Background: an optimization exercise with open tools, aiming at small area, a short achievable clock period and few clock cycles per item. Do not read the settings as production practice.
RTL that was checked went through simulation tests only; none was proved equivalent to the original.
Function not checked in run 2: the RTL went through the layout flow alone.

==> flow/design.v, too long to show whole: its modules and the start of the top module <==
// module yuv2rgb_top: 594 lines
module yuv2rgb_top #(
	parameter int img_width = 320,
	parameter int img_height = 240
) (
	input logic CLOCK_50_I,
	input logic Resetn,
	input logic start,
	input logic [15:0] read_data,
	output logic [15:0] write_data,
	output logic [17:0] address,
	output logic write_en_n,
	output logic done
);
  // ...
==> flow/flow/run.sh <==
#!/bin/bash
# Standard layout, with the port buffers made from buf_1 cells instead of the
# default choice (a delay buffer): smaller, and faster to the outputs.
set -e
export BUFFER_PORTS_ARGS="-buffer_cell sky130_fd_sc_hd__buf_1"
bash standard.sh > standard.log 2>&1
==> flow/standard.sh <==
#!/bin/bash
# synth_recipe.tcl (not shown) runs the flow's synth.tcl, then flattens the netlist and writes it again
# the make line also repeats each setting of config.mk as NAME=value (left out here)
make -C /OpenROAD-flow-scripts/flow DESIGN_CONFIG=/design/flow/config.mk WORK_HOME=/design/flow/orfs CLKGATE_MAP_FILE= SYNTH_SCRIPT=/design/flow/synth_recipe.tcl "${@:-finish}"
==> flow/config.mk <==
export PLATFORM = sky130hd
export DESIGN_NAME = yuv2rgb_top
export DESIGN_NICKNAME = yuv2rgb_top
export VERILOG_FILES = /design/flow/design.v
export SDC_FILE = /design/flow/constraint.sdc
export NUM_CORES = 4
export LEC_CHECK = 0
export CAP_MARGIN = 20
export CORE_MARGIN = 2
export CORE_UTILIZATION = 40
export CTS_BUF_LIST = sky130_fd_sc_hd__clkbuf_16
export CTS_CLUSTER_DIAMETER = 120
export CTS_CLUSTER_SIZE = 20
export SLEW_MARGIN = 20
==> flow/constraint.sdc <==
create_clock -name core_clock -period 11.0 [get_ports {CLOCK_50_I}]
set_input_delay 2.2000 -clock core_clock [delete_from_list [all_inputs] [get_ports {CLOCK_50_I}]]
set_output_delay 2.2000 -clock core_clock [all_outputs]
set_load 0.01 [all_outputs]
==> impl_metrics.csv, run 1 <==
group,metric,value,unit
route,wl_met3,2.424,mm
yosys,synthXorXnorAreaFrac,3.898,%
sta,fin_ws,7298,ps
critical_path,cp_slowest_stage_delay,570,ps
yosys,synth_most_common_cell,"inv_1",
floorplanning,die_w,254.8,µm
final_layout,buffers_excl_clock,69,
critical_path,worstSetupPathType,"flop to flop",
final_layout,seq_cells,437,
cts,ctsRootBufferMaster,"clkbuf_16",
yosys,ys_warn_count,2,
final_layout,antennaDiodeCount,0,
route,met1_length,26.75,mm
critical_path,cp_cell_sequence,"inv_1 -> ha_1 -> fa_1 -> fa_1 -> inv_1 -> ha_1 -> a21o_1 -> a21o_1 -> a21o_1 -> a21o_1 -> a21oi_1 -> nor2_1 -> a211oi_1 -> o21ai_0",
sta,period_needed,3702,ps
yosys,muxShareOfSynthArea,1.402,%
critical_path,critPathMaxFanout,7,
status,outcome,"no timing/DRC/antenna violations",
final_layout,clk_share,2.892,%
final_layout,bufAreaShareNonClock,1.160,%
placed_design,port_buffers,54,
min_path,hold_end,"cw[6][5]",
min_path,min_path_type,"flop to flop",
yosys,syn_area,25160,µm²
route,antenna_left,0,
route,first_pass_iters,7,
sta,maxSlewViolCount,0,
cts,cts.sinks,437,
route,wl,55.40,mm
cts,clk_latency,580,ps
placed_design,dpl.hpwl,44.07,mm
route,highest_layer,"met4",
yosys,synth_top_area_cell,"edfxtp_1",
floorplanning,die-area,64930,µm²
Testbench counts, summed over its fixed seeds: cycles 1,152,168, frames 6.
==> module yuv2rgb_top, before the edit <==
module yuv2rgb_top #(
	parameter int img_width = 320,
	parameter int img_height = 240
) (
	input logic CLOCK_50_I,
	input logic Resetn,
	input logic start,
	input logic [15:0] read_data,
	output logic [15:0] write_data,
	output logic [17:0] address,
	output logic write_en_n,
	output logic done
);
	localparam int macros_per_row = img_width / 4;
	localparam int n_pairs = img_width * img_height / 2;
	localparam logic [17:0] u_base = 18'(img_width * img_height / 2);
	localparam logic [17:0] v_base = 18'(img_width * img_height * 3 / 4);
	localparam logic [16:0] rgb_first = 17'(146944 - 131072);
	localparam logic [15:0] y_end = 16'(n_pairs / 2 + 1);
	localparam logic [17:0] u_base2 = u_base + 18'd2;
	localparam logic [17:0] v_base2 = v_base + 18'd2;
	localparam logic [6:0] col_idle = 7'(macros_per_row - 2);
	logic active;
	logic write_en;
	logic [3:0] ph;
	logic [15:0] mc;
	logic [6:0] col;
	logic wr_ok;
	logic [16:0] rgb;
	logic finish;
	logic wr_ok_n;
	logic wr_issue;
	logic [17:0] c_addr;
	assign finish = active && (ph == 4'd6) && (mc == y_end);
	assign wr_ok_n = wr_ok || ((ph == 4'd6) && (col == 7'd0));
	assign wr_issue = active && !finish && wr_ok_n && ((ph == 4'd1) || (ph == 4'd2)
		|| (ph == 4'd4) || (ph == 4'd5) || (ph == 4'd6) || (ph == 4'd8));
	assign c_addr = ((ph == 4'd0) ? v_base2 : u_base2) + {{2{mc[15]}}, mc};
	always_ff @(posedge CLOCK_50_I or negedge Resetn) begin
		if (!Resetn) begin
			active <= 1'b0;
			ph <= 4'd9;
			done <= 1'b0;
			write_en <= 1'b0;
		end else begin
			done <= finish;
			write_en <= wr_issue;
			if (!active) begin
				if (start) begin
					active <= 1'b1;
					ph <= 4'd0;
				end else begin
					ph <= 4'd9;
				end
			end else if (finish) begin
				active <= 1'b0;
				ph <= 4'd9;
			end else begin
				ph <= (ph == 4'd9) ? 4'd0 : ph + 4'd1;
			end
		end
	end
	always_ff @(posedge CLOCK_50_I) begin
		if (!active || finish) begin
			mc <= 16'hfffe;
			col <= col_idle;
			wr_ok <= 1'b0;
			rgb <= rgb_first;
		end else begin
			wr_ok <= wr_ok_n;
			if (ph == 4'd3) begin
				mc <= mc + 16'd1;
			end
			if (ph == 4'd7) begin
				col <= (col == 7'(macros_per_row - 1)) ? 7'd0 : col + 7'd1;
			end
			if (wr_issue) begin
				rgb <= rgb + 17'd1;
			end
		end
		case (ph)
			4'd3: address <= {1'b0, mc, 1'b1};
			4'd7: address <= {1'b0, mc, 1'b0};
			4'd9, 4'd0: address <= c_addr;
			4'd1, 4'd2: address <= {1'b1, rgb[16:1], ~rgb[0]};
			default: address <= {1'b1, rgb};
		endcase
	end
	assign write_en_n = !write_en;
	logic [7:0] cw [0:11];
	logic [7:0] us, vs;
	logic n_allc, n_a, n_b;
	logic vsel;
	logic cl_l0, cl_l1, cl_r7, cl_r8, cl_r9;
	assign n_allc = (ph == 4'd9) || (ph == 4'd0) || (ph == 4'd3) || (ph == 4'd4);
	assign n_a = (ph == 4'd1) || (ph == 4'd2);
	assign n_b = (ph == 4'd5) || (ph == 4'd6);
	always_ff @(posedge CLOCK_50_I) begin
		if ((ph == 4'd2) || (ph == 4'd3) || (ph == 4'd6) || (ph == 4'd7)) begin
			for (int k = 0; k < 11; k++) begin
				cw[k] <= cw[k + 1];
			end
			case (ph)
				4'd6: cw[11] <= us;
				4'd7: cw[11] <= vs;
				default: cw[11] <= read_data[15:8];
			endcase
		end
		if (ph == 4'd2) begin
			us <= read_data[7:0];
		end
		if (ph == 4'd3) begin
			vs <= read_data[7:0];
		end
		vsel <= (ph == 4'd0) || (ph == 4'd4);
		cl_l0 <= n_allc || (n_a && (col == 7'd0));
		cl_l1 <= n_b && (col == 7'd0);
		cl_r7 <= n_b && (col == 7'(macros_per_row - 2));
		cl_r8 <= n_a && (col == 7'(macros_per_row - 1));
		cl_r9 <= n_allc || (n_b && (col == 7'(macros_per_row - 1)));
	end
	logic [7:0] e0, e1, e2, e3, e4, e5;
	logic [7:0] t0, t1, t3, t4, t5;
	logic [8:0] tap_a, tap_b, tap_c;
	logic [16:0] f_ra, f_rb, f_sum;
	logic [8:0] fir_out;
	assign e0 = cw[0];
	assign e1 = cw[2];
	assign e2 = vsel ? cw[5] : cw[4];
	assign e3 = cw[6];
	assign e4 = cw[8];
	assign e5 = cw[10];
	assign t0 = cl_l0 ? e2 : (cl_l1 ? e1 : e0);
	assign t1 = cl_l0 ? e2 : e1;
	assign t3 = cl_r9 ? e2 : e3;
	assign t4 = cl_r9 ? e2 : (cl_r8 ? e3 : e4);
	assign t5 = cl_r9 ? e2 : (cl_r8 ? e3 : (cl_r7 ? e4 : e5));
	always_ff @(posedge CLOCK_50_I) begin
		tap_a <= {1'b0, t0} + {1'b0, t5};
		tap_b <= {1'b0, t1} + {1'b0, t4};
		tap_c <= {1'b0, e2} + {1'b0, t3};
	end
	logic hf_s0, hf_c1, hf_s2, hf_c3, hf_s4, hf_c5, hf_s6, hf_c7, hf_s8, hf_c9, hf_s10, hf_c11, hf_s12, hf_c13, hf_s14, hf_c15, hf_s16, hf_c17, hf_s18, hf_c19, hf_s20, hf_c21, hf_s22, hf_c23, hf_s24, hf_c25, hf_s26, hf_c27, hf_s28, hf_c29, hf_s30, hf_c31, hf_s32, hf_c33, hf_s34, hf_c35, hf_s36, hf_c37, hf_s38, hf_c39, hf_s40, hf_c41, hf_s42, hf_c43, hf_s44, hf_c45, hf_s46, hf_c47, hf_s48, hf_c49, hf_s50, hf_c51, hf_s52, hf_c53, hf_s54, hf_c55, hf_s56, hf_c57, hf_s58, hf_c59, hf_s60, hf_c61, hf_s62, hf_c63, hf_s64, hf_c65, hf_s66, hf_c67, hf_s68, hf_c69, hf_s70, hf_c71, hf_s72, hf_c73, hf_s74, hf_c75, hf_s76, hf_c77, hf_s78, hf_c79, hf_s80, hf_c81, hf_s82, hf_c83, hf_s84, hf_c85, hf_s86, hf_c87, hf_s88, hf_c89, hf_s90, hf_c91, hf_s92, hf_c93, hf_s94, hf_c95, hf_s96, hf_c97, hf_s98, hf_c99, hf_s100, hf_c101, hf_s102, hf_c103, hf_s104, hf_c105, hf_s106, hf_c107, hf_s108, hf_c109, hf_s110, hf_c111, hf_s112, hf_c113, hf_s114, hf_c115, hf_s116, hf_c117, hf_s118, hf_c119, hf_s120, hf_c121, hf_s122, hf_c123, hf_s124, hf_c125, hf_s126, hf_c127, hf_s128, hf_c129, hf_s130, hf_c131, hf_s132, hf_c133, hf_s134, hf_c135, hf_s136, hf_c137, hf_s138, hf_c139, hf_s140, hf_c141, hf_s142, hf_c143;
	assign {hf_c1, hf_s0} = {1'b0, tap_a[7]} + {1'b0, tap_a[5]};
	assign {hf_c3, hf_s2} = {1'b0, tap_a[8]} + {1'b0, tap_a[6]};
	assign {hf_c5, hf_s4} = {1'b0, tap_a[5]} + {1'b0, tap_a[3]};
	assign {hf_c7, hf_s6} = {1'b0, tap_a[6]} + {1'b0, tap_a[4]} + {1'b0, tap_a[2]};
	assign {hf_c9, hf_s8} = {1'b0, ~tap_b[4]} + {1'b0, tap_b[2]} + {1'b0, ~tap_b[0]};
	assign {hf_c11, hf_s10} = {1'b0, tap_a[3]} + {1'b0, ~tap_b[5]} + {1'b0, tap_b[3]};
	assign {hf_c13, hf_s12} = {1'b0, ~tap_b[1]} + {1'b0, ~tap_c[7]} + {1'b0, tap_c[2]};
	assign hf_s14 = ~tap_c[0];
	assign hf_c15 = tap_c[0];
	assign {hf_c17, hf_s16} = {1'b0, tap_a[4]} + {1'b0, ~tap_b[6]} + {1'b0, tap_b[4]};
	assign {hf_c19, hf_s18} = {1'b0, ~tap_b[2]} + {1'b0, ~tap_c[8]} + {1'b0, tap_c[3]};
	assign {hf_c21, hf_s20} = {1'b0, tap_c[1]} + {1'b0, hf_c1} + {1'b0, hf_s2};
	assign {hf_c23, hf_s22} = {1'b0, tap_a[7]} + {1'b0, tap_a[5]} + {1'b0, ~tap_b[7]};
	assign {hf_c25, hf_s24} = {1'b0, tap_b[5]} + {1'b0, ~tap_b[3]} + {1'b0, tap_c[4]};
	assign hf_s26 = ~(tap_c[2] ^ hf_c3);
	assign hf_c27 = tap_c[2] | hf_c3;
	assign {hf_c29, hf_s28} = {1'b0, tap_a[8]} + {1'b0, tap_a[6]} + {1'b0, ~tap_b[8]};
	assign {hf_c31, hf_s30} = {1'b0, tap_b[6]} + {1'b0, ~tap_b[4]} + {1'b0, tap_c[5]};
	assign hf_s32 = ~tap_c[3];
	assign hf_c33 = tap_c[3];
	assign {hf_c35, hf_s34} = {1'b0, tap_a[7]} + {1'b0, tap_b[7]} + {1'b0, ~tap_b[5]};
	assign {hf_c37, hf_s36} = {1'b0, tap_a[8]} + {1'b0, tap_b[8]};
	assign {hf_c39, hf_s38} = {1'b0, tap_a[2]} + {1'b0, tap_a[0]};
	assign {hf_c41, hf_s40} = {1'b0, tap_a[3]} + {1'b0, tap_a[1]};
	assign {hf_c43, hf_s42} = {1'b0, tap_a[4]} + {1'b0, tap_a[2]} + {1'b0, tap_a[0]};
	assign {hf_c45, hf_s44} = {1'b0, ~tap_b[2]} + {1'b0, tap_b[0]};
	assign {hf_c47, hf_s46} = {1'b0, tap_a[1]} + {1'b0, ~tap_b[3]} + {1'b0, tap_b[1]};
	assign {hf_c49, hf_s48} = {1'b0, ~tap_c[5]} + {1'b0, tap_c[0]} + {1'b0, hf_s4};
	assign hf_s50 = ~(~tap_c[6] ^ tap_c[1]);
	assign hf_c51 = ~tap_c[6] | tap_c[1];
	assign {hf_c53, hf_s52} = {1'b0, hf_c5} + {1'b0, hf_s6} + {1'b0, hf_s8};
	assign {hf_c55, hf_s54} = {1'b0, hf_s14} + {1'b0, hf_s0} + {1'b0, hf_c7};
	assign {hf_c57, hf_s56} = {1'b0, hf_c9} + {1'b0, hf_s10} + {1'b0, hf_s12};
	assign {hf_c59, hf_s58} = {1'b0, hf_c15} + {1'b0, hf_c11} + {1'b0, hf_c13};
	assign {hf_c61, hf_s60} = {1'b0, hf_s16} + {1'b0, hf_s18} + {1'b0, hf_s20};
	assign {hf_c63, hf_s62} = {1'b0, hf_c17} + {1'b0, hf_c19} + {1'b0, hf_s22};
	assign {hf_c65, hf_s64} = {1'b0, hf_s24} + {1'b0, hf_c21} + {1'b0, hf_s26};
	assign {hf_c67, hf_s66} = {1'b0, hf_s32} + {1'b0, hf_c23} + {1'b0, hf_c25};
	assign {hf_c69, hf_s68} = {1'b0, hf_s28} + {1'b0, hf_s30} + {1'b0, hf_c27};
	assign {hf_c71, hf_s70} = {1'b0, tap_c[6]} + {1'b0, tap_c[4]} + {1'b0, hf_c33};
	assign {hf_c73, hf_s72} = {1'b0, hf_c29} + {1'b0, hf_c31} + {1'b0, hf_s34};
	assign {hf_c75, hf_s74} = {1'b0, ~tap_b[6]} + {1'b0, tap_c[7]} + {1'b0, tap_c[5]};
	assign hf_s76 = ~(hf_s36 ^ hf_c35);
	assign hf_c77 = hf_s36 | hf_c35;
	assign {hf_c79, hf_s78} = {1'b0, ~tap_b[7]} + {1'b0, tap_c[8]} + {1'b0, tap_c[6]};
	assign hf_s80 = ~hf_c37;
	assign hf_c81 = hf_c37;
	assign {hf_c83, hf_s82} = {1'b0, ~tap_b[8]} + {1'b0, tap_c[7]};
	assign {hf_c85, hf_s84} = {1'b0, ~tap_b[0]} + {1'b0, ~tap_c[2]};
	assign {hf_c87, hf_s86} = {1'b0, ~tap_b[1]} + {1'b0, ~tap_c[3]} + {1'b0, hf_c39};
	assign {hf_c89, hf_s88} = {1'b0, ~tap_c[4]} + {1'b0, hf_c41} + {1'b0, hf_s44};
	assign {hf_c91, hf_s90} = {1'b0, hf_c45} + {1'b0, hf_c43} + {1'b0, hf_s46};
	assign {hf_c93, hf_s92} = {1'b0, hf_c47} + {1'b0, hf_s50} + {1'b0, hf_c49};
	assign {hf_c95, hf_s94} = {1'b0, hf_c51} + {1'b0, hf_c53} + {1'b0, hf_s54};
	assign {hf_c97, hf_s96} = {1'b0, hf_c55} + {1'b0, hf_c57} + {1'b0, hf_s58};
	assign {hf_c99, hf_s98} = {1'b0, hf_c59} + {1'b0, hf_s62} + {1'b0, hf_c61};
	assign {hf_c101, hf_s100} = {1'b0, hf_c63} + {1'b0, hf_s66} + {1'b0, hf_c65};
	assign {hf_c103, hf_s102} = {1'b0, hf_s70} + {1'b0, hf_c67} + {1'b0, hf_s72};
	assign {hf_c105, hf_s104} = {1'b0, hf_s74} + {1'b0, hf_c71} + {1'b0, hf_c73};
	assign {hf_c107, hf_s106} = {1'b0, hf_c75} + {1'b0, hf_s78} + {1'b0, hf_s80};
	assign hf_s108 = ~(hf_s82 ^ hf_c79);
	assign hf_c109 = hf_s82 | hf_c79;
	assign hf_s110 = ~tap_c[8];
	assign hf_c111 = tap_c[8];
	assign {hf_c113, hf_s112} = {1'b0, tap_a[0]} + {1'b0, ~tap_c[0]};
	assign {hf_c115, hf_s114} = {1'b0, tap_a[1]} + {1'b0, ~tap_c[1]};
	assign hf_s116 = ~(hf_s84 ^ hf_s38);
	assign hf_c117 = hf_s84 | hf_s38;
	assign {hf_c119, hf_s118} = {1'b0, hf_c85} + {1'b0, hf_s40} + {1'b0, hf_s86};
	assign {hf_c121, hf_s120} = {1'b0, hf_s42} + {1'b0, hf_c87} + {1'b0, hf_s88};
	assign {hf_c123, hf_s122} = {1'b0, hf_c89} + {1'b0, hf_s48} + {1'b0, hf_s90};
	assign {hf_c125, hf_s124} = {1'b0, hf_c91} + {1'b0, hf_s52} + {1'b0, hf_s92};
	assign {hf_c127, hf_s126} = {1'b0, hf_s56} + {1'b0, hf_c93} + {1'b0, hf_s94};
	assign {hf_c129, hf_s128} = {1'b0, hf_s60} + {1'b0, hf_c95} + {1'b0, hf_s96};
	assign {hf_c131, hf_s130} = {1'b0, hf_s64} + {1'b0, hf_c97} + {1'b0, hf_s98};
	assign {hf_c133, hf_s132} = {1'b0, hf_s68} + {1'b0, hf_c99} + {1'b0, hf_s100};
	assign {hf_c135, hf_s134} = {1'b0, hf_c69} + {1'b0, hf_s102} + {1'b0, hf_c101};
	assign {hf_c137, hf_s136} = {1'b0, hf_s76} + {1'b0, hf_c103} + {1'b0, hf_s104};
	assign {hf_c139, hf_s138} = {1'b0, hf_c77} + {1'b0, hf_s106} + {1'b0, hf_c105};
	assign {hf_c141, hf_s140} = {1'b0, hf_c81} + {1'b0, hf_s108} + {1'b0, hf_c107};
	assign {hf_c143, hf_s142} = {1'b0, hf_s110} + {1'b0, hf_c83} + {1'b0, hf_c109};
	assign f_ra = {hf_c143, hf_c141, hf_c139, hf_c137, hf_c135, hf_c133, hf_c131, hf_c129, hf_c127, hf_c125, hf_c123, hf_c121, hf_c119, hf_c117, hf_c115, hf_c113, hf_s112};
	assign f_rb = {hf_c111, hf_s142, hf_s140, hf_s138, hf_s136, hf_s134, hf_s132, hf_s130, hf_s128, hf_s126, hf_s124, hf_s122, hf_s120, hf_s118, hf_s116, hf_s114, 1'b1};
	logic [8:0] f_lo;
	logic [8:0] fh_a, fh_b;
	logic fh_c;
	assign f_lo = {1'b0, f_ra[7:0]} + {1'b0, f_rb[7:0]};
	always_ff @(posedge CLOCK_50_I) begin
		fh_a <= f_ra[16:8];
		fh_b <= f_rb[16:8];
		fh_c <= f_lo[8];
	end
	assign f_sum = {fh_a, fh_c, 7'd0} + {fh_b, fh_c, 7'd0};
	assign fir_out = f_sum[16:8];
	logic [15:0] yreg;
	logic [7:0] l_in;
	logic [23:0] l_ra, l_rb;
	logic [23:0] l_reg;
	logic [8:0] pu_p, pu_n, pv_p, pv_n;
	logic [26:0] sr_ra, sr_rb, sg_ra, sg_rb, sb_ra, sb_rb;
	logic [16:0] lo_r, lo_g, lo_b;
	logic [10:0] mr_a, mr_b, mg_a, mg_b, mb_a, mb_b;
	logic mr_c, mg_c, mb_c;
	logic [11:0] hr, hg, hb;
	logic [7:0] pix_r, pix_g, pix_b;
	logic [7:0] save_b;
	logic [15:0] save_gb;
	function automatic logic [7:0] clip8(input logic [10:0] s);
		if (s[10]) begin
			clip8 = 8'd0;
		end else if (s[9:8] != 2'd0) begin
			clip8 = 8'd255;
		end else begin
			clip8 = s[7:0];
		end
	endfunction
	assign l_in = yreg[15:8];
	logic hl_s0, hl_c1, hl_s2, hl_c3, hl_s4, hl_c5, hl_s6, hl_c7, hl_s8, hl_c9, hl_s10, hl_c11, hl_s12, hl_c13, hl_s14, hl_c15, hl_s16, hl_c17, hl_s18, hl_c19, hl_s20, hl_c21, hl_s22, hl_c23, hl_s24, hl_c25, hl_s26, hl_c27, hl_s28, hl_c29, hl_s30, hl_c31, hl_s32, hl_c33, hl_s34, hl_c35, hl_s36, hl_c37, hl_s38, hl_c39;
	assign {hl_c1, hl_s0} = {1'b0, l_in[7]} + {1'b0, l_in[5]};
	assign {hl_c3, hl_s2} = {1'b0, l_in[5]} + {1'b0, l_in[3]};
	assign {hl_c5, hl_s4} = {1'b0, l_in[6]} + {1'b0, l_in[4]};
	assign hl_s6 = ~(l_in[3] ^ l_in[0]);
	assign hl_c7 = l_in[3] | l_in[0];
	assign {hl_c9, hl_s8} = {1'b0, l_in[6]} + {1'b0, l_in[4]} + {1'b0, l_in[1]};
	assign {hl_c11, hl_s10} = {1'b0, l_in[7]} + {1'b0, l_in[5]} + {1'b0, l_in[2]};
	assign {hl_c13, hl_s12} = {1'b0, l_in[6]} + {1'b0, l_in[3]};
	assign {hl_c15, hl_s14} = {1'b0, l_in[2]} + {1'b0, l_in[0]};
	assign hl_s16 = ~(l_in[3] ^ l_in[1]);
	assign hl_c17 = l_in[3] | l_in[1];
	assign {hl_c19, hl_s18} = {1'b0, l_in[4]} + {1'b0, l_in[2]} + {1'b0, l_in[0]};
	assign hl_s20 = ~(l_in[1] ^ hl_s2);
	assign hl_c21 = l_in[1] | hl_s2;
	assign {hl_c23, hl_s22} = {1'b0, l_in[2]} + {1'b0, hl_c3} + {1'b0, hl_s4};
	assign {hl_c25, hl_s24} = {1'b0, hl_c5} + {1'b0, hl_s0} + {1'b0, hl_s6};
	assign {hl_c27, hl_s26} = {1'b0, hl_c1} + {1'b0, hl_c7} + {1'b0, hl_s8};
	assign hl_s28 = ~(hl_c9 ^ hl_s10);
	assign hl_c29 = hl_c9 | hl_s10;
	assign hl_s30 = ~(hl_s12 ^ hl_c11);
	assign hl_c31 = hl_s12 | hl_c11;
	assign {hl_c33, hl_s32} = {1'b0, l_in[7]} + {1'b0, l_in[4]} + {1'b0, hl_c13};
	assign hl_s34 = ~l_in[5];
	assign hl_c35 = l_in[5];
	assign hl_s36 = ~l_in[6];
	assign hl_c37 = l_in[6];
	assign hl_s38 = ~l_in[7];
	assign hl_c39 = l_in[7];
	assign l_ra = {1'b1, hl_c39, hl_c37, hl_c35, hl_c33, hl_c31, hl_c29, hl_c27, hl_c25, hl_c23, hl_c21, hl_c19, hl_c17, hl_c15, hl_s14, l_in[1], ~l_in[7], ~l_in[6], ~l_in[5], ~l_in[4], ~l_in[3], ~l_in[2], ~l_in[1], ~l_in[0]};
	assign l_rb = {1'b0, 1'b1, hl_s38, hl_s36, hl_s34, hl_s32, hl_s30, hl_s28, hl_s26, hl_s24, hl_s22, hl_s20, hl_s18, hl_s16, 1'b1, 1'b1, l_in[0], 1'b0, 1'b0, 1'b1, 1'b0, 1'b0, 1'b0, 1'b1};
	logic hr_s0, hr_c1, hr_s2, hr_c3, hr_s4, hr_c5, hr_s6, hr_c7, hr_s8, hr_c9, hr_s10, hr_c11, hr_s12, hr_c13, hr_s14, hr_c15, hr_s16, hr_c17, hr_s18, hr_c19, hr_s20, hr_c21, hr_s22, hr_c23, hr_s24, hr_c25, hr_s26, hr_c27, hr_s28, hr_c29, hr_s30, hr_c31, hr_s32, hr_c33, hr_s34, hr_c35, hr_s36, hr_c37, hr_s38, hr_c39, hr_s40, hr_c41, hr_s42, hr_c43, hr_s44, hr_c45, hr_s46, hr_c47, hr_s48, hr_c49, hr_s50, hr_c51, hr_s52, hr_c53, hr_s54, hr_c55, hr_s56, hr_c57, hr_s58, hr_c59, hr_s60, hr_c61, hr_s62, hr_c63, hr_s64, hr_c65, hr_s66, hr_c67, hr_s68, hr_c69, hr_s70, hr_c71, hr_s72, hr_c73, hr_s74, hr_c75, hr_s76, hr_c77, hr_s78, hr_c79, hr_s80, hr_c81, hr_s82, hr_c83, hr_s84, hr_c85, hr_s86, hr_c87, hr_s88, hr_c89, hr_s90, hr_c91, hr_s92, hr_c93, hr_s94, hr_c95, hr_s96, hr_c97, hr_s98, hr_c99, hr_s100, hr_c101, hr_s102, hr_c103, hr_s104, hr_c105, hr_s106, hr_c107, hr_s108, hr_c109, hr_s110, hr_c111, hr_s112, hr_c113, hr_s114, hr_c115, hr_s116, hr_c117, hr_s118, hr_c119, hr_s120, hr_c121, hr_s122, hr_c123, hr_s124, hr_c125, hr_s126, hr_c127, hr_s128, hr_c129, hr_s130, hr_c131, hr_s132, hr_c133, hr_s134, hr_c135, hr_s136, hr_c137, hr_s138, hr_c139;
	assign {hr_c1, hr_s0} = {1'b0, l_reg[5]} + {1'b0, pv_n[7]};
	assign {hr_c3, hr_s2} = {1'b0, l_reg[6]} + {1'b0, pv_p[8]} + {1'b0, pv_p[6]};
	assign {hr_c5, hr_s4} = {1'b0, pv_p[4]} + {1'b0, pv_p[1]};
	assign {hr_c7, hr_s6} = {1'b0, l_reg[7]} + {1'b0, pv_p[7]} + {1'b0, pv_p[5]};
	assign hr_s8 = pv_n[2];
	assign hr_c9 = pv_p[2];
	assign {hr_c11, hr_s10} = {1'b0, l_reg[8]} + {1'b0, pv_n[8]} + {1'b0, pv_p[6]};
	assign {hr_c13, hr_s12} = {1'b0, l_reg[9]} + {1'b0, pv_p[7]};
	assign {hr_c15, hr_s14} = {1'b0, l_reg[10]} + {1'b0, pv_n[8]} + {1'b0, pv_p[5]};
	assign {hr_c17, hr_s16} = {1'b0, l_reg[11]} + {1'b0, pv_p[6]} + {1'b0, pv_n[2]};
	assign {hr_c19, hr_s18} = {1'b0, l_reg[12]} + {1'b0, pv_p[7]} + {1'b0, pv_n[3]};
	assign {hr_c21, hr_s20} = {1'b0, l_reg[13]} + {1'b0, pv_n[8]} + {1'b0, pv_n[4]};
	assign {hr_c23, hr_s22} = {1'b0, pv_p[2]} + {1'b0, pv_n[0]};
	assign {hr_c25, hr_s24} = {1'b0, l_reg[14]} + {1'b0, pv_n[5]} + {1'b0, pv_p[3]};
	assign hr_s26 = ~pv_n[1];
	assign hr_c27 = pv_n[1];
	assign {hr_c29, hr_s28} = {1'b0, l_reg[15]} + {1'b0, pv_n[6]} + {1'b0, pv_p[4]};
	assign hr_s30 = ~(pv_n[2] ^ pv_p[0]);
	assign hr_c31 = pv_n[2] | pv_p[0];
	assign {hr_c33, hr_s32} = {1'b0, l_reg[16]} + {1'b0, pv_n[7]} + {1'b0, pv_p[5]};
	assign hr_s34 = ~(pv_n[3] ^ pv_p[1]);
	assign hr_c35 = pv_n[3] | pv_p[1];
	assign {hr_c37, hr_s36} = {1'b0, l_reg[17]} + {1'b0, pv_p[8]} + {1'b0, pv_p[6]};
	assign {hr_c39, hr_s38} = {1'b0, pv_n[4]} + {1'b0, pv_p[2]};
	assign {hr_c41, hr_s40} = {1'b0, l_reg[18]} + {1'b0, pv_p[7]} + {1'b0, pv_n[5]};
	assign hr_s42 = pv_n[3];
	assign hr_c43 = pv_p[3];
	assign {hr_c45, hr_s44} = {1'b0, l_reg[19]} + {1'b0, pv_n[8]} + {1'b0, pv_n[6]};
	assign {hr_c47, hr_s46} = {1'b0, l_reg[20]} + {1'b0, pv_n[7]};
	assign {hr_c49, hr_s48} = {1'b0, l_reg[2]} + {1'b0, pv_n[4]};
	assign {hr_c51, hr_s50} = {1'b0, l_reg[3]} + {1'b0, pv_n[5]} + {1'b0, pv_p[3]};
	assign {hr_c53, hr_s52} = {1'b0, l_reg[4]} + {1'b0, pv_n[6]} + {1'b0, pv_p[4]};
	assign {hr_c55, hr_s54} = {1'b0, pv_p[5]} + {1'b0, pv_p[3]} + {1'b0, pv_p[0]};
	assign hr_s56 = ~(hr_c1 ^ hr_s4);
	assign hr_c57 = hr_c1 | hr_s4;
	assign {hr_c59, hr_s58} = {1'b0, hr_c5} + {1'b0, hr_s8} + {1'b0, hr_c3};
	assign {hr_c61, hr_s60} = {1'b0, pv_p[3]} + {1'b0, hr_c9} + {1'b0, hr_c7};
	assign {hr_c63, hr_s62} = {1'b0, pv_p[4]} + {1'b0, pv_n[0]} + {1'b0, hr_s12};
	assign hr_s64 = ~(pv_n[1] ^ hr_c13);
	assign hr_c65 = pv_n[1] | hr_c13;
	assign hr_s66 = ~(pv_p[0] ^ hr_c15);
	assign hr_c67 = pv_p[0] | hr_c15;
	assign hr_s68 = ~(pv_p[1] ^ hr_c17);
	assign hr_c69 = pv_p[1] | hr_c17;
	assign hr_s70 = ~(hr_s22 ^ hr_c19);
	assign hr_c71 = hr_s22 | hr_c19;
	assign {hr_c73, hr_s72} = {1'b0, hr_c23} + {1'b0, hr_s26} + {1'b0, hr_c21};
	assign {hr_c75, hr_s74} = {1'b0, hr_c27} + {1'b0, hr_c25} + {1'b0, hr_s28};
	assign {hr_c77, hr_s76} = {1'b0, hr_c29} + {1'b0, hr_c31} + {1'b0, hr_s32};
	assign {hr_c79, hr_s78} = {1'b0, hr_s38} + {1'b0, hr_c33} + {1'b0, hr_c35};
	assign {hr_c81, hr_s80} = {1'b0, hr_c39} + {1'b0, hr_s42} + {1'b0, hr_c37};
	assign {hr_c83, hr_s82} = {1'b0, pv_p[4]} + {1'b0, hr_c43} + {1'b0, hr_c41};
	assign hr_s84 = ~(pv_p[5] ^ hr_s46);
	assign hr_c85 = pv_p[5] | hr_s46;
	assign {hr_c87, hr_s86} = {1'b0, l_reg[21]} + {1'b0, pv_p[8]} + {1'b0, pv_p[6]};
	assign {hr_c89, hr_s88} = {1'b0, l_reg[22]} + {1'b0, pv_p[7]};
	assign {hr_c91, hr_s90} = {1'b0, ~l_reg[23]} + {1'b0, pv_n[8]};
	assign {hr_c93, hr_s92} = {1'b0, l_reg[0]} + {1'b0, pv_n[2]};
	assign {hr_c95, hr_s94} = {1'b0, l_reg[1]} + {1'b0, pv_n[3]} + {1'b0, pv_p[1]};
	assign {hr_c97, hr_s96} = {1'b0, pv_p[2]} + {1'b0, pv_p[0]} + {1'b0, hr_s48};
	assign {hr_c99, hr_s98} = {1'b0, pv_p[1]} + {1'b0, hr_c49} + {1'b0, hr_s50};
	assign {hr_c101, hr_s100} = {1'b0, pv_p[2]} + {1'b0, hr_c51} + {1'b0, hr_s52};
	assign {hr_c103, hr_s102} = {1'b0, hr_s0} + {1'b0, hr_c53} + {1'b0, hr_s54};
	assign {hr_c105, hr_s104} = {1'b0, hr_c55} + {1'b0, hr_s2} + {1'b0, hr_s56};
	assign {hr_c107, hr_s106} = {1'b0, hr_s6} + {1'b0, hr_c57} + {1'b0, hr_s58};
	assign {hr_c109, hr_s108} = {1'b0, hr_s10} + {1'b0, hr_c59} + {1'b0, hr_s60};
	assign {hr_c111, hr_s110} = {1'b0, hr_c11} + {1'b0, hr_s62} + {1'b0, hr_c61};
	assign {hr_c113, hr_s112} = {1'b0, hr_s14} + {1'b0, hr_c63} + {1'b0, hr_s64};
	assign {hr_c115, hr_s114} = {1'b0, hr_s16} + {1'b0, hr_c65} + {1'b0, hr_s66};
	assign {hr_c117, hr_s116} = {1'b0, hr_s18} + {1'b0, hr_c67} + {1'b0, hr_s68};
	assign {hr_c119, hr_s118} = {1'b0, hr_s20} + {1'b0, hr_c69} + {1'b0, hr_s70};
	assign {hr_c121, hr_s120} = {1'b0, hr_s24} + {1'b0, hr_c71} + {1'b0, hr_s72};
	assign {hr_c123, hr_s122} = {1'b0, hr_s30} + {1'b0, hr_c73} + {1'b0, hr_s74};
	assign {hr_c125, hr_s124} = {1'b0, hr_s34} + {1'b0, hr_c75} + {1'b0, hr_s76};
	assign {hr_c127, hr_s126} = {1'b0, hr_s36} + {1'b0, hr_c77} + {1'b0, hr_s78};
	assign {hr_c129, hr_s128} = {1'b0, hr_s40} + {1'b0, hr_c79} + {1'b0, hr_s80};
	assign {hr_c131, hr_s130} = {1'b0, hr_s44} + {1'b0, hr_c81} + {1'b0, hr_s82};
	assign {hr_c133, hr_s132} = {1'b0, hr_c45} + {1'b0, hr_s84} + {1'b0, hr_c83};
	assign {hr_c135, hr_s134} = {1'b0, hr_c47} + {1'b0, hr_s86} + {1'b0, hr_c85};
	assign hr_s136 = ~(hr_s88 ^ hr_c87);
	assign hr_c137 = hr_s88 | hr_c87;
	assign hr_s138 = ~(hr_c89 ^ hr_s90);
	assign hr_c139 = hr_c89 | hr_s90;
	assign sr_ra = {hr_c139, hr_c137, hr_c135, hr_c133, hr_c131, hr_c129, hr_c127, hr_c125, hr_c123, hr_c121, hr_c119, hr_c117, hr_c115, hr_c113, hr_c111, hr_c109, hr_c107, hr_c105, hr_c103, hr_c101, hr_c99, hr_c97, hr_c95, hr_c93, hr_s92, pv_n[1], pv_n[0]};
	assign sr_rb = {hr_c91, hr_s138, hr_s136, hr_s134, hr_s132, hr_s130, hr_s128, hr_s126, hr_s124, hr_s122, hr_s120, hr_s118, hr_s116, hr_s114, hr_s112, hr_s110, hr_s108, hr_s106, hr_s104, hr_s102, hr_s100, hr_s98, hr_s96, hr_s94, pv_p[0], 1'b0, 1'b1};
	logic hg_s0, hg_c1, hg_s2, hg_c3, hg_s4, hg_c5, hg_s6, hg_c7, hg_s8, hg_c9, hg_s10, hg_c11, hg_s12, hg_c13, hg_s14, hg_c15, hg_s16, hg_c17, hg_s18, hg_c19, hg_s20, hg_c21, hg_s22, hg_c23, hg_s24, hg_c25, hg_s26, hg_c27, hg_s28, hg_c29, hg_s30, hg_c31, hg_s32, hg_c33, hg_s34, hg_c35, hg_s36, hg_c37, hg_s38, hg_c39, hg_s40, hg_c41, hg_s42, hg_c43, hg_s44, hg_c45, hg_s46, hg_c47, hg_s48, hg_c49, hg_s50, hg_c51, hg_s52, hg_c53, hg_s54, hg_c55, hg_s56, hg_c57, hg_s58, hg_c59, hg_s60, hg_c61, hg_s62, hg_c63, hg_s64, hg_c65, hg_s66, hg_c67, hg_s68, hg_c69, hg_s70, hg_c71, hg_s72, hg_c73, hg_s74, hg_c75, hg_s76, hg_c77, hg_s78, hg_c79, hg_s80, hg_c81, hg_s82, hg_c83, hg_s84, hg_c85, hg_s86, hg_c87, hg_s88, hg_c89, hg_s90, hg_c91, hg_s92, hg_c93, hg_s94, hg_c95, hg_s96, hg_c97, hg_s98, hg_c99, hg_s100, hg_c101, hg_s102, hg_c103, hg_s104, hg_c105, hg_s106, hg_c107, hg_s108, hg_c109, hg_s110, hg_c111, hg_s112, hg_c113, hg_s114, hg_c115, hg_s116, hg_c117, hg_s118, hg_c119, hg_s120, hg_c121, hg_s122, hg_c123, hg_s124, hg_c125, hg_s126, hg_c127, hg_s128, hg_c129, hg_s130, hg_c131, hg_s132, hg_c133, hg_s134, hg_c135, hg_s136, hg_c137, hg_s138, hg_c139, hg_s140, hg_c141, hg_s142, hg_c143, hg_s144, hg_c145, hg_s146, hg_c147, hg_s148, hg_c149, hg_s150, hg_c151, hg_s152, hg_c153, hg_s154, hg_c155, hg_s156, hg_c157, hg_s158, hg_c159, hg_s160, hg_c161, hg_s162, hg_c163;
	assign {hg_c1, hg_s0} = {1'b0, l_reg[14]} + {1'b0, pu_n[6]} + {1'b0, pu_p[3]};
	assign {hg_c3, hg_s2} = {1'b0, l_reg[15]} + {1'b0, pu_n[7]} + {1'b0, pu_p[4]};
	assign {hg_c5, hg_s4} = {1'b0, l_reg[16]} + {1'b0, pu_p[8]} + {1'b0, pu_p[5]};
	assign {hg_c7, hg_s6} = {1'b0, pu_n[3]} + {1'b0, pv_n[6]};
	assign {hg_c9, hg_s8} = {1'b0, l_reg[17]} + {1'b0, pu_p[6]} + {1'b0, pu_n[4]};
	assign {hg_c11, hg_s10} = {1'b0, pv_n[7]} + {1'b0, pv_p[5]};
	assign {hg_c13, hg_s12} = {1'b0, l_reg[18]} + {1'b0, pu_p[7]} + {1'b0, pu_n[5]};
	assign {hg_c15, hg_s14} = {1'b0, l_reg[3]} + {1'b0, pu_p[2]};
	assign {hg_c17, hg_s16} = {1'b0, l_reg[4]} + {1'b0, pu_p[3]} + {1'b0, pu_n[1]};
	assign {hg_c19, hg_s18} = {1'b0, pv_n[6]} + {1'b0, pv_n[1]};
	assign {hg_c21, hg_s20} = {1'b0, l_reg[5]} + {1'b0, pu_p[4]} + {1'b0, pu_n[2]};
	assign {hg_c23, hg_s22} = {1'b0, pv_n[7]} + {1'b0, pv_n[2]};
	assign {hg_c25, hg_s24} = {1'b0, l_reg[6]} + {1'b0, pu_p[5]} + {1'b0, pu_n[3]};
	assign hg_s26 = ~(pv_p[8] ^ pv_n[3]);
	assign hg_c27 = pv_p[8] | pv_n[3];
	assign {hg_c29, hg_s28} = {1'b0, l_reg[7]} + {1'b0, pu_p[6]} + {1'b0, pu_n[4]};
	assign hg_s30 = ~pv_n[4];
	assign hg_c31 = pv_n[4];
	assign {hg_c33, hg_s32} = {1'b0, l_reg[8]} + {1'b0, pu_p[7]} + {1'b0, pu_n[5]};
	assign {hg_c35, hg_s34} = {1'b0, pu_n[0]} + {1'b0, pv_n[5]};
	assign {hg_c37, hg_s36} = {1'b0, l_reg[9]} + {1'b0, pu_n[8]} + {1'b0, pu_n[6]};
	assign hg_s38 = ~(pu_n[1] ^ pv_n[6]);
	assign hg_c39 = pu_n[1] | pv_n[6];
	assign {hg_c41, hg_s40} = {1'b0, l_reg[10]} + {1'b0, pu_n[7]} + {1'b0, pu_n[2]};
	assign {hg_c43, hg_s42} = {1'b0, pv_n[7]} + {1'b0, pv_n[0]};
	assign {hg_c45, hg_s44} = {1'b0, l_reg[11]} + {1'b0, pu_p[8]} + {1'b0, pu_n[3]};
	assign {hg_c47, hg_s46} = {1'b0, pu_p[0]} + {1'b0, pv_p[8]} + {1'b0, pv_n[1]};
	assign {hg_c49, hg_s48} = {1'b0, l_reg[12]} + {1'b0, pu_n[4]} + {1'b0, pu_p[1]};
	assign hg_s50 = ~(pv_n[2] ^ pv_p[0]);
	assign hg_c51 = pv_n[2] | pv_p[0];
	assign {hg_c53, hg_s52} = {1'b0, l_reg[13]} + {1'b0, pu_n[5]} + {1'b0, pu_p[2]};
	assign {hg_c55, hg_s54} = {1'b0, pu_n[0]} + {1'b0, pv_n[3]} + {1'b0, pv_p[1]};
	assign {hg_c57, hg_s56} = {1'b0, pu_n[1]} + {1'b0, pv_n[4]} + {1'b0, pv_p[2]};
	assign hg_s58 = ~(pv_n[0] ^ hg_s0);
	assign hg_c59 = pv_n[0] | hg_s0;
	assign {hg_c61, hg_s60} = {1'b0, pu_n[2]} + {1'b0, pv_n[5]} + {1'b0, pv_p[3]};
	assign {hg_c63, hg_s62} = {1'b0, pv_n[1]} + {1'b0, hg_c1} + {1'b0, hg_s2};
	assign hg_s64 = ~(pv_p[4] ^ pv_n[2]);
	assign hg_c65 = pv_p[4] | pv_n[2];
	assign {hg_c67, hg_s66} = {1'b0, hg_s6} + {1'b0, hg_c3} + {1'b0, hg_s4};
	assign hg_s68 = ~(pv_n[3] ^ hg_c7);
	assign hg_c69 = pv_n[3] | hg_c7;
	assign {hg_c71, hg_s70} = {1'b0, hg_s10} + {1'b0, hg_c5} + {1'b0, hg_s8};
	assign {hg_c73, hg_s72} = {1'b0, pv_p[8]} + {1'b0, pv_p[6]} + {1'b0, pv_n[4]};
	assign {hg_c75, hg_s74} = {1'b0, hg_c11} + {1'b0, hg_c9} + {1'b0, hg_s12};
	assign {hg_c77, hg_s76} = {1'b0, l_reg[19]} + {1'b0, pu_n[8]} + {1'b0, pu_n[6]};
	assign {hg_c79, hg_s78} = {1'b0, pv_p[7]} + {1'b0, pv_n[5]} + {1'b0, hg_c13};
	assign {hg_c81, hg_s80} = {1'b0, l_reg[20]} + {1'b0, pu_n[7]} + {1'b0, pv_n[8]};
	assign {hg_c83, hg_s82} = {1'b0, pu_n[0]} + {1'b0, pv_n[5]};
	assign hg_s84 = ~(hg_c15 ^ hg_s18);
	assign hg_c85 = hg_c15 | hg_s18;
	assign {hg_c87, hg_s86} = {1'b0, hg_c19} + {1'b0, hg_s22} + {1'b0, hg_c17};
	assign {hg_c89, hg_s88} = {1'b0, hg_c23} + {1'b0, hg_c21} + {1'b0, hg_s24};
	assign {hg_c91, hg_s90} = {1'b0, hg_s30} + {1'b0, hg_c25} + {1'b0, hg_c27};
	assign {hg_c93, hg_s92} = {1'b0, hg_c31} + {1'b0, hg_s34} + {1'b0, hg_c29};
	assign {hg_c95, hg_s94} = {1'b0, hg_c35} + {1'b0, hg_c33} + {1'b0, hg_s36};
	assign {hg_c97, hg_s96} = {1'b0, hg_s42} + {1'b0, hg_c37} + {1'b0, hg_c39};
	assign {hg_c99, hg_s98} = {1'b0, hg_c43} + {1'b0, hg_c41} + {1'b0, hg_s44};
	assign {hg_c101, hg_s100} = {1'b0, hg_c45} + {1'b0, hg_c47} + {1'b0, hg_s48};
	assign {hg_c103, hg_s102} = {1'b0, hg_c49} + {1'b0, hg_c51} + {1'b0, hg_s52};
	assign {hg_c105, hg_s104} = {1'b0, hg_c53} + {1'b0, hg_c55} + {1'b0, hg_s56};
	assign {hg_c107, hg_s106} = {1'b0, hg_c57} + {1'b0, hg_s60} + {1'b0, hg_c59};
	assign {hg_c109, hg_s108} = {1'b0, hg_c61} + {1'b0, hg_s64} + {1'b0, hg_c63};
	assign {hg_c111, hg_s110} = {1'b0, hg_c65} + {1'b0, hg_s68} + {1'b0, hg_c67};
	assign {hg_c113, hg_s112} = {1'b0, hg_s72} + {1'b0, hg_c69} + {1'b0, hg_c71};
	assign {hg_c115, hg_s114} = {1'b0, hg_c73} + {1'b0, hg_s76} + {1'b0, hg_c75};
	assign {hg_c117, hg_s116} = {1'b0, pv_n[6]} + {1'b0, hg_c77} + {1'b0, hg_s80};
	assign {hg_c119, hg_s118} = {1'b0, l_reg[21]} + {1'b0, pu_p[8]} + {1'b0, pv_n[7]};
	assign {hg_c121, hg_s120} = {1'b0, l_reg[1]} + {1'b0, pu_p[0]};
	assign {hg_c123, hg_s122} = {1'b0, l_reg[2]} + {1'b0, pu_p[1]} + {1'b0, pv_n[4]};
	assign {hg_c125, hg_s124} = {1'b0, pv_n[0]} + {1'b0, hg_s82} + {1'b0, hg_s14};
	assign {hg_c127, hg_s126} = {1'b0, hg_c83} + {1'b0, hg_s16} + {1'b0, hg_s84};
	assign {hg_c129, hg_s128} = {1'b0, hg_s20} + {1'b0, hg_c85} + {1'b0, hg_s86};
	assign {hg_c131, hg_s130} = {1'b0, hg_s26} + {1'b0, hg_c87} + {1'b0, hg_s88};
	assign {hg_c133, hg_s132} = {1'b0, hg_s28} + {1'b0, hg_c89} + {1'b0, hg_s90};
	assign {hg_c135, hg_s134} = {1'b0, hg_s32} + {1'b0, hg_c91} + {1'b0, hg_s92};
	assign {hg_c137, hg_s136} = {1'b0, hg_s38} + {1'b0, hg_c93} + {1'b0, hg_s94};
	assign {hg_c139, hg_s138} = {1'b0, hg_s40} + {1'b0, hg_c95} + {1'b0, hg_s96};
	assign {hg_c141, hg_s140} = {1'b0, hg_s46} + {1'b0, hg_c97} + {1'b0, hg_s98};
	assign {hg_c143, hg_s142} = {1'b0, hg_s50} + {1'b0, hg_c99} + {1'b0, hg_s100};
	assign {hg_c145, hg_s144} = {1'b0, hg_s54} + {1'b0, hg_c101} + {1'b0, hg_s102};
	assign {hg_c147, hg_s146} = {1'b0, hg_c103} + {1'b0, hg_s104} + {1'b0, hg_s58};
	assign {hg_c149, hg_s148} = {1'b0, hg_c105} + {1'b0, hg_s62} + {1'b0, hg_s106};
	assign {hg_c151, hg_s150} = {1'b0, hg_s66} + {1'b0, hg_c107} + {1'b0, hg_s108};
	assign {hg_c153, hg_s152} = {1'b0, hg_s70} + {1'b0, hg_c109} + {1'b0, hg_s110};
	assign {hg_c155, hg_s154} = {1'b0, hg_s74} + {1'b0, hg_c111} + {1'b0, hg_s112};
	assign {hg_c157, hg_s156} = {1'b0, hg_s78} + {1'b0, hg_c113} + {1'b0, hg_s114};
	assign {hg_c159, hg_s158} = {1'b0, hg_s116} + {1'b0, hg_c79} + {1'b0, hg_c115};
	assign {hg_c161, hg_s160} = {1'b0, hg_s118} + {1'b0, hg_c81} + {1'b0, hg_c117};
	assign {hg_c163, hg_s162} = {1'b0, l_reg[22]} + {1'b0, pv_p[8]} + {1'b0, hg_c119};
	assign sg_ra = {1'b1, hg_c163, hg_c161, hg_c159, hg_c157, hg_c155, hg_c153, hg_c151, hg_c149, hg_c147, hg_c145, hg_c143, hg_c141, hg_c139, hg_c137, hg_c135, hg_c133, hg_c131, hg_c129, hg_c127, hg_c125, hg_c123, hg_c121, hg_s120, l_reg[0], pv_n[1], pv_n[0]};
	assign sg_rb = {1'b0, ~l_reg[23], hg_s162, hg_s160, hg_s158, hg_s156, hg_s154, hg_s152, hg_s150, hg_s148, hg_s146, hg_s144, hg_s142, hg_s140, hg_s138, hg_s136, hg_s134, hg_s132, hg_s130, hg_s128, hg_s126, hg_s124, hg_s122, pv_n[3], pv_n[2], 1'b0, 1'b1};
	logic hb_s0, hb_c1, hb_s2, hb_c3, hb_s4, hb_c5, hb_s6, hb_c7, hb_s8, hb_c9, hb_s10, hb_c11, hb_s12, hb_c13, hb_s14, hb_c15, hb_s16, hb_c17, hb_s18, hb_c19, hb_s20, hb_c21, hb_s22, hb_c23, hb_s24, hb_c25, hb_s26, hb_c27, hb_s28, hb_c29, hb_s30, hb_c31, hb_s32, hb_c33, hb_s34, hb_c35, hb_s36, hb_c37, hb_s38, hb_c39, hb_s40, hb_c41, hb_s42, hb_c43, hb_s44, hb_c45, hb_s46, hb_c47, hb_s48, hb_c49, hb_s50, hb_c51, hb_s52, hb_c53, hb_s54, hb_c55, hb_s56, hb_c57, hb_s58, hb_c59, hb_s60, hb_c61, hb_s62, hb_c63, hb_s64, hb_c65, hb_s66, hb_c67, hb_s68, hb_c69, hb_s70, hb_c71, hb_s72, hb_c73, hb_s74, hb_c75, hb_s76, hb_c77, hb_s78, hb_c79, hb_s80, hb_c81, hb_s82, hb_c83, hb_s84, hb_c85, hb_s86, hb_c87, hb_s88, hb_c89, hb_s90, hb_c91, hb_s92, hb_c93, hb_s94, hb_c95, hb_s96, hb_c97, hb_s98, hb_c99, hb_s100, hb_c101, hb_s102, hb_c103, hb_s104, hb_c105, hb_s106, hb_c107, hb_s108, hb_c109, hb_s110, hb_c111, hb_s112, hb_c113, hb_s114, hb_c115, hb_s116, hb_c117, hb_s118, hb_c119, hb_s120, hb_c121;
	assign {hb_c1, hb_s0} = {1'b0, l_reg[5]} + {1'b0, pu_n[7]};
	assign {hb_c3, hb_s2} = {1'b0, l_reg[6]} + {1'b0, pu_p[8]} + {1'b0, pu_n[6]};
	assign {hb_c5, hb_s4} = {1'b0, pu_p[3]} + {1'b0, pu_p[1]};
	assign {hb_c7, hb_s6} = {1'b0, l_reg[7]} + {1'b0, pu_n[7]} + {1'b0, pu_p[4]};
	assign hb_s8 = pu_n[2];
	assign hb_c9 = pu_p[2];
	assign {hb_c11, hb_s10} = {1'b0, l_reg[8]} + {1'b0, pu_p[8]} + {1'b0, pu_p[5]};
	assign {hb_c13, hb_s12} = {1'b0, pu_p[3]} + {1'b0, pu_p[0]};
	assign {hb_c15, hb_s14} = {1'b0, l_reg[9]} + {1'b0, pu_p[6]} + {1'b0, pu_p[4]};
	assign hb_s16 = pu_n[1];
	assign hb_c17 = pu_p[1];
	assign {hb_c19, hb_s18} = {1'b0, l_reg[10]} + {1'b0, pu_p[7]} + {1'b0, pu_p[5]};
	assign hb_s20 = pu_n[2];
	assign hb_c21 = pu_p[2];
	assign {hb_c23, hb_s22} = {1'b0, l_reg[11]} + {1'b0, pu_n[8]} + {1'b0, pu_p[6]};
	assign {hb_c25, hb_s24} = {1'b0, l_reg[12]} + {1'b0, pu_p[7]};
	assign {hb_c27, hb_s26} = {1'b0, l_reg[0]} + {1'b0, pu_n[2]};
	assign {hb_c29, hb_s28} = {1'b0, l_reg[1]} + {1'b0, pu_n[3]};
	assign {hb_c31, hb_s30} = {1'b0, l_reg[2]} + {1'b0, pu_n[4]};
	assign {hb_c33, hb_s32} = {1'b0, l_reg[3]} + {1'b0, pu_n[5]} + {1'b0, pu_n[3]};
	assign {hb_c35, hb_s34} = {1'b0, l_reg[4]} + {1'b0, pu_n[6]} + {1'b0, pu_n[4]};
	assign {hb_c37, hb_s36} = {1'b0, pu_n[5]} + {1'b0, pu_p[2]} + {1'b0, pu_p[0]};
	assign hb_s38 = ~(hb_c1 ^ hb_s4);
	assign hb_c39 = hb_c1 | hb_s4;
	assign {hb_c41, hb_s40} = {1'b0, hb_c5} + {1'b0, hb_s8} + {1'b0, hb_c3};
	assign {hb_c43, hb_s42} = {1'b0, hb_c9} + {1'b0, hb_s12} + {1'b0, hb_c7};
	assign {hb_c45, hb_s44} = {1'b0, hb_c13} + {1'b0, hb_s16} + {1'b0, hb_c11};
	assign {hb_c47, hb_s46} = {1'b0, hb_c17} + {1'b0, hb_s20} + {1'b0, hb_c15};
	assign {hb_c49, hb_s48} = {1'b0, pu_p[3]} + {1'b0, hb_c21} + {1'b0, hb_c19};
	assign hb_s50 = ~(pu_p[4] ^ hb_s24);
	assign hb_c51 = pu_p[4] | hb_s24;
	assign {hb_c53, hb_s52} = {1'b0, l_reg[13]} + {1'b0, pu_n[8]} + {1'b0, pu_p[5]};
	assign {hb_c55, hb_s54} = {1'b0, l_reg[14]} + {1'b0, pu_p[6]};
	assign {hb_c57, hb_s56} = {1'b0, l_reg[15]} + {1'b0, pu_p[7]} + {1'b0, pu_p[0]};
	assign {hb_c59, hb_s58} = {1'b0, l_reg[16]} + {1'b0, pu_n[8]};
	assign {hb_c61, hb_s60} = {1'b0, l_reg[17]} + {1'b0, pu_p[2]};
	assign {hb_c63, hb_s62} = {1'b0, l_reg[18]} + {1'b0, pu_p[3]};
	assign {hb_c65, hb_s64} = {1'b0, l_reg[19]} + {1'b0, pu_p[4]};
	assign {hb_c67, hb_s66} = {1'b0, l_reg[20]} + {1'b0, pu_p[5]};
	assign {hb_c69, hb_s68} = {1'b0, l_reg[21]} + {1'b0, pu_p[6]};
	assign {hb_c71, hb_s70} = {1'b0, l_reg[22]} + {1'b0, pu_p[7]};
	assign {hb_c73, hb_s72} = {1'b0, ~l_reg[23]} + {1'b0, pu_n[8]};
	assign hb_s74 = ~pu_n[0];
	assign hb_c75 = pu_n[0];
	assign {hb_c77, hb_s76} = {1'b0, pu_n[1]} + {1'b0, hb_c27} + {1'b0, hb_s28};
	assign {hb_c79, hb_s78} = {1'b0, pu_n[2]} + {1'b0, hb_c29} + {1'b0, hb_s30};
	assign {hb_c81, hb_s80} = {1'b0, pu_p[0]} + {1'b0, hb_c31} + {1'b0, hb_s32};
	assign {hb_c83, hb_s82} = {1'b0, pu_p[1]} + {1'b0, hb_c33} + {1'b0, hb_s34};
	assign {hb_c85, hb_s84} = {1'b0, hb_s0} + {1'b0, hb_c35} + {1'b0, hb_s36};
	assign {hb_c87, hb_s86} = {1'b0, hb_c37} + {1'b0, hb_s2} + {1'b0, hb_s38};
	assign {hb_c89, hb_s88} = {1'b0, hb_s6} + {1'b0, hb_c39} + {1'b0, hb_s40};
	assign {hb_c91, hb_s90} = {1'b0, hb_s10} + {1'b0, hb_c41} + {1'b0, hb_s42};
	assign {hb_c93, hb_s92} = {1'b0, hb_s14} + {1'b0, hb_c43} + {1'b0, hb_s44};
	assign {hb_c95, hb_s94} = {1'b0, hb_s18} + {1'b0, hb_c45} + {1'b0, hb_s46};
	assign {hb_c97, hb_s96} = {1'b0, hb_s22} + {1'b0, hb_c47} + {1'b0, hb_s48};
	assign {hb_c99, hb_s98} = {1'b0, hb_c23} + {1'b0, hb_s50} + {1'b0, hb_c49};
	assign {hb_c101, hb_s100} = {1'b0, hb_c25} + {1'b0, hb_s52} + {1'b0, hb_c51};
	assign hb_s102 = ~(hb_s54 ^ hb_c53);
	assign hb_c103 = hb_s54 | hb_c53;
	assign hb_s104 = ~(hb_c55 ^ hb_s56);
	assign hb_c105 = hb_c55 | hb_s56;
	assign {hb_c107, hb_s106} = {1'b0, pu_p[1]} + {1'b0, hb_s58} + {1'b0, hb_c57};
	assign hb_s108 = ~(hb_c59 ^ hb_s60);
	assign hb_c109 = hb_c59 | hb_s60;
	assign hb_s110 = ~(hb_c61 ^ hb_s62);
	assign hb_c111 = hb_c61 | hb_s62;
	assign hb_s112 = ~(hb_c63 ^ hb_s64);
	assign hb_c113 = hb_c63 | hb_s64;
	assign hb_s114 = ~(hb_c65 ^ hb_s66);
	assign hb_c115 = hb_c65 | hb_s66;
	assign hb_s116 = ~(hb_c67 ^ hb_s68);
	assign hb_c117 = hb_c67 | hb_s68;
	assign hb_s118 = ~(hb_c69 ^ hb_s70);
	assign hb_c119 = hb_c69 | hb_s70;
	assign hb_s120 = ~(hb_c71 ^ hb_s72);
	assign hb_c121 = hb_c71 | hb_s72;
	assign sb_ra = {hb_c121, hb_c119, hb_c117, hb_c115, hb_c113, hb_c111, hb_c109, hb_c107, hb_c105, hb_c103, hb_c101, hb_c99, hb_c97, hb_c95, hb_c93, hb_c91, hb_c89, hb_c87, hb_c85, hb_c83, hb_c81, hb_c79, hb_c77, hb_c75, hb_s74, pu_n[1], pu_n[0]};
	assign sb_rb = {hb_c73, hb_s120, hb_s118, hb_s116, hb_s114, hb_s112, hb_s110, hb_s108, hb_s106, hb_s104, hb_s102, hb_s100, hb_s98, hb_s96, hb_s94, hb_s92, hb_s90, hb_s88, hb_s86, hb_s84, hb_s82, hb_s80, hb_s78, hb_s76, hb_s26, 1'b0, 1'b1};
	assign lo_r = {1'b0, sr_ra[15:0]} + {1'b0, sr_rb[15:0]};
	assign lo_g = {1'b0, sg_ra[15:0]} + {1'b0, sg_rb[15:0]};
	assign lo_b = {1'b0, sb_ra[15:0]} + {1'b0, sb_rb[15:0]};
	assign hr = {mr_a, 1'b1} + {mr_b, mr_c};
	assign hg = {mg_a, 1'b1} + {mg_b, mg_c};
	assign hb = {mb_a, 1'b1} + {mb_b, mb_c};
	always_ff @(posedge CLOCK_50_I) begin
		if ((ph == 4'd6) || (ph == 4'd0)) begin
			yreg <= read_data;
		end else if ((ph == 4'd4) || (ph == 4'd8)) begin
			yreg[15:8] <= yreg[7:0];
		end
		l_reg <= l_ra + l_rb;
		pv_p <= fir_out;
		pv_n <= ~fir_out;
		pu_p <= pv_p;
		pu_n <= pv_n;
		mr_a <= sr_ra[26:16];
		mr_b <= sr_rb[26:16];
		mr_c <= lo_r[16];
		mg_a <= sg_ra[26:16];
		mg_b <= sg_rb[26:16];
		mg_c <= lo_g[16];
		mb_a <= sb_ra[26:16];
		mb_b <= sb_rb[26:16];
		mb_c <= lo_b[16];
		if ((ph == 4'd5) || (ph == 4'd7) || (ph == 4'd9) || (ph == 4'd1)) begin
			pix_r <= clip8(hr[11:1]);
			pix_g <= clip8(hg[11:1]);
			pix_b <= clip8(hb[11:1]);
		end
		if ((ph == 4'd7) || (ph == 4'd1)) begin
			save_b <= pix_b;
		end
		if (ph == 4'd9) begin
			save_gb <= {pix_g, pix_b};
		end
		case (ph)
			4'd2: write_data <= save_gb;
			4'd1, 4'd6: write_data <= {pix_r, pix_g};
			4'd4, 4'd8: write_data <= {save_b, pix_r};
			default: write_data <= {pix_g, pix_b};
		endcase
	end
endmodule
==> run 2, diff against run 1 <==
--- a/flow/design.v
+++ b/flow/design.v
@@ -243,6 +243,9 @@
 	logic [26:0] sr_ra, sr_rb, sg_ra, sg_rb, sb_ra, sb_rb;
-	logic [16:0] lo_r, lo_g, lo_b;
-	logic [10:0] mr_a, mr_b, mg_a, mg_b, mb_a, mb_b;
+	logic [16:0] lo_r, lo_b;
+	logic [12:0] lo_g;
+	logic [10:0] mr_a, mr_b, mb_a, mb_b;
+	logic [14:0] mg_a, mg_b;
 	logic mr_c, mg_c, mb_c;
-	logic [11:0] hr, hg, hb;
+	logic [11:0] hr, hb;
+	logic [15:0] hg;
 	logic [7:0] pix_r, pix_g, pix_b;
@@ -550,3 +553,3 @@
 	assign lo_r = {1'b0, sr_ra[15:0]} + {1'b0, sr_rb[15:0]};
-	assign lo_g = {1'b0, sg_ra[15:0]} + {1'b0, sg_rb[15:0]};
+	assign lo_g = {1'b0, sg_ra[11:0]} + {1'b0, sg_rb[11:0]};
 	assign lo_b = {1'b0, sb_ra[15:0]} + {1'b0, sb_rb[15:0]};
@@ -569,5 +572,5 @@
 		mr_c <= lo_r[16];
-		mg_a <= sg_ra[26:16];
-		mg_b <= sg_rb[26:16];
-		mg_c <= lo_g[16];
+		mg_a <= sg_ra[26:12];
+		mg_b <= sg_rb[26:12];
+		mg_c <= lo_g[12];
 		mb_a <= sb_ra[26:16];
@@ -577,3 +580,3 @@
 			pix_r <= clip8(hr[11:1]);
-			pix_g <= clip8(hg[11:1]);
+			pix_g <= clip8(hg[15:5]);
 			pix_b <= clip8(hb[11:1]);
==> impl_metrics.csv, run 2 <==
group,metric,value,unit
sta,whs,413.9,ps
route,first_pass_iters,7,
critical_path,worstRegToRegCells,13,
cts,clockBufferDepth,3,
route,wl,56.27,mm
sta,relSlewSlack,27.55,%
critical_path,endpoint_kind,"flop",
critical_path,rr_endpoint,"mr_c",
yosys,synth-simple-area-share,8.063,%
yosys,synthXorXnorAreaFrac,3.577,%
global_route,grt_overflow,0,
critical_path,start_kind,"flop",
yosys,synth_most_common_cell,"inv_1",
yosys,muxShareOfSynthArea,1.346,%
min_path,min_path_type,"flop to flop",
route,vias_per_cell,4.928,
yosys,syn-num-nets,2765,
floorplanning,io_pins,55,
cts,ctsRootBufferMaster,"clkbuf_16",
cts,postCtsSetupRepairBufs,0,
min_path,hp-start,"pv_p[0]",
floorplanning,die_w,256.3,µm
yosys,synth-edff-count,176,
yosys,synthAdderAreaFrac,27.38,%
final_layout,drive_gt1_share,3.442,%
cts,ctsResizeCount,0,
route,post-route-drc-count,0,
floorplanning,rows,92,
yosys,synth_ff_type,"dfxtp_1",
yosys,synthCells,2313,
final_layout,layout_common_cells,"inv_1, dfxtp_1, ha_1, fa_1, edfxtp_1",
sta,setup_violations,0,
global_route,antenna_found_initial,1,
floorplanning,die_h,256.3,µm
sta,max_freq,271.2,MHz
yosys,ys_warn_count,2,
floorplanning,die-area,65690,µm²
final_layout,largest_reg_flops,96,
critical_path,cp.required,11470,ps
final_layout,filler_cell_count,5986,
floorplanning,core_area,62970,µm²
sta,maxSlewViolCount,0,
cts,numCtsBuffers,26,
route,antenna_left,0,
route,post_drt_wl_per_cell,17.43,µm
cts,h-tree-depth,1,
min_path,hold_end,"pu_p[0]",
global_route,grt_max_degree,92,
status,outcome,"no timing/DRC/antenna violations",
yosys,async_flop_share,1.573,%
placed_design,gp_congestion,0.9081,
final_layout,nets,2817,
global_route,grt_pass1_wl,89.93,mm
cts,clk_latency,600,ps
sta,period_needed,3688,ps
critical_path,r2r_slack,7310,ps
final_layout,area_delta_synth_final,7.793,%
critical_path,critPathMaxFanout,7,
yosys,ys_seq_area_share,42.05,%
placed_design,placedCellCount,3183,
route,vias,15910,
cts,clk_pin_slew,90,ps
final_layout,fin_cells,3229,
yosys,syn_avg_cell_area,11.01,µm²
sta,worst_pin_slew,1083,ps
yosys,synth_top_area_cell,"edfxtp_1",
cts,cts.sinks,445,
yosys,syn_area,25460,µm²
sta,setup_tns,0,ps
global_route,grt_pass1_vias,16430,
yosys,synth_cell_type_count,85,
yosys,synth-seq-cells,445,
yosys,synthTopCellsByArea,"edfxtp_1, dfxtp_1, fa_1",
sta,rsz0062_at_grt,"no",
route,drt_iter0_drc,867,
floorplanning,initial_core_util,40.44,%
final_layout,mostFrequentLayoutCell,"inv_1",
critical_path,worstSetupPathType,"flop to flop",
placed_design,dpl.hpwl,44.61,mm
sta,hold_violations,0,
placed_design,port_buffers,54,
job,cap_violations,0,
cts,cts_tree,"yes",
yosys,synthDominantCellAreaShare,20.76,%
sta,skew,43.63,ps
yosys,synth_common_cells,"inv_1, dfxtp_1, ha_1",
critical_path,r2r_start,"pv_p[6]",
global_route,grt_use_total,17.23,%
yosys,synth_compound_area_share,10.19,%
yosys,synth_top_family_by_area,"adder cells",
min_path,hold_depth,0,
sta,period_share,33.52,%
run 2: cells by family (layout without fill, tap and decap cells):
group / after synthesis / in the layout
buffers and inverters: 497 / 566
DFF: 445 / 445
adders and majority gates: 433 / 433
and+or+nand+nor: 412 / 412
AOI/OAI and AO/OA: 389 / 389
xor gates and xnor gates: 104 / 104
muxes: 33 / 33
other: 0 / 1
run 2: how the worst max path moves through the flow:
stage,depth (start not counted),end,startpoint,slack [ps]
floorplan,5,cw[11][0],ph[3],4420
global placement,13,mr_c,pv_p[6],7340
detailed placement,13,mr_c,pv_p[6],7300
CTS,13,mr_c,pv_p[6],7270
global route,13,mr_c,pv_p[6],7140
finish,13,mr_c,pv_p[6],7310
run 2: area by class of cell:
| cell class | instances | area (µm²) | area share [%] |
|---|---|---|---|
| Antenna cell | 1 | 2.502 | 0.009117 |
| Clock buffer | 26 | 650.6 | 2.370 |
| Clock inverter | 19 | 110.1 | 0.4011 |
| Inverter | 455 | 1708 | 6.222 |
| Multi-Input combinational cell | 1371 | 12910 | 47.05 |
| Sequential cell | 445 | 10710 | 39.01 |
| Tap cell | 846 | 1059 | 3.857 |
| Timing Repair Buffer | 66 | 296.5 | 1.080 |
run 2: critical path, stage by stage (launching register included):
cell,delay (ps)
dfxtp_1,470
fa_1,470
inv_1,100
fa_1,440
fa_1,520
inv_1,40
ha_1,300
a21o_1,170
a21o_1,170
a21o_1,170
a21o_1,170
a21oi_1,150
nor2_1,60
a2111o_1,340
run 2: through the flow:
step,util (%),setup WS (ps),area [µm²]
5_1_grt,43.59,7138,27450
6_report,43.59,7312,27450
2_1_floorplan,-,4425,25460
3_5_place_dp,42.37,7304,26680
4_1_cts,43.58,7269,27440
3_3_place_gp,42.36,7339,26670
run 2: metal layers:
| layer | vias up | track usage (%) | share of wire [%] |
|---|---|---|---|
| met5 | - | 0 | 0 |
| met2 | 314 | 29.19 | 48 |
| met4 | 0 | 3.915 | 2.2 |
| met1 | 7767 | 23.40 | 46 |
| met3 | 74 | 2.412 | 4.1 |
| li1 | 7757 | - | - |

-- what the ideal ports hide --
In the flow no input, the clock included, has a driving cell. The finished layouts below were timed again as built, in two steps. Step 1: set_driving_cell puts a clkbuf_16 on CLOCK_50_I and a buf_2 on each other input, an assumption about the parent block. Step 2, shift: input delay + t, output delay - t, t = (earliest + latest rising clock arrival at the registers) / 2. This alone moves slack from input paths to output paths. Slacks: no drivers / after step 1 / after step 2; pairs: no drivers / after step 1.
| run | t, ns | setup slack, ns | hold slack, ns | worst setup path at the end | latest minus earliest clock arrival (ns) |
|---|---|---|---|---|---|
| run 1 | 0.627 | 7.298 / 7.298 / 7.298 | 0.416 / 0.416 / 0.416 | register to register | 0.039 / 0.039 |
| run 2 | 0.645 | 7.312 / 7.312 / 7.312 | 0.414 / 0.414 / 0.414 | register to register | 0.047 / 0.047 |
After both steps setup and hold are still met in every run listed.
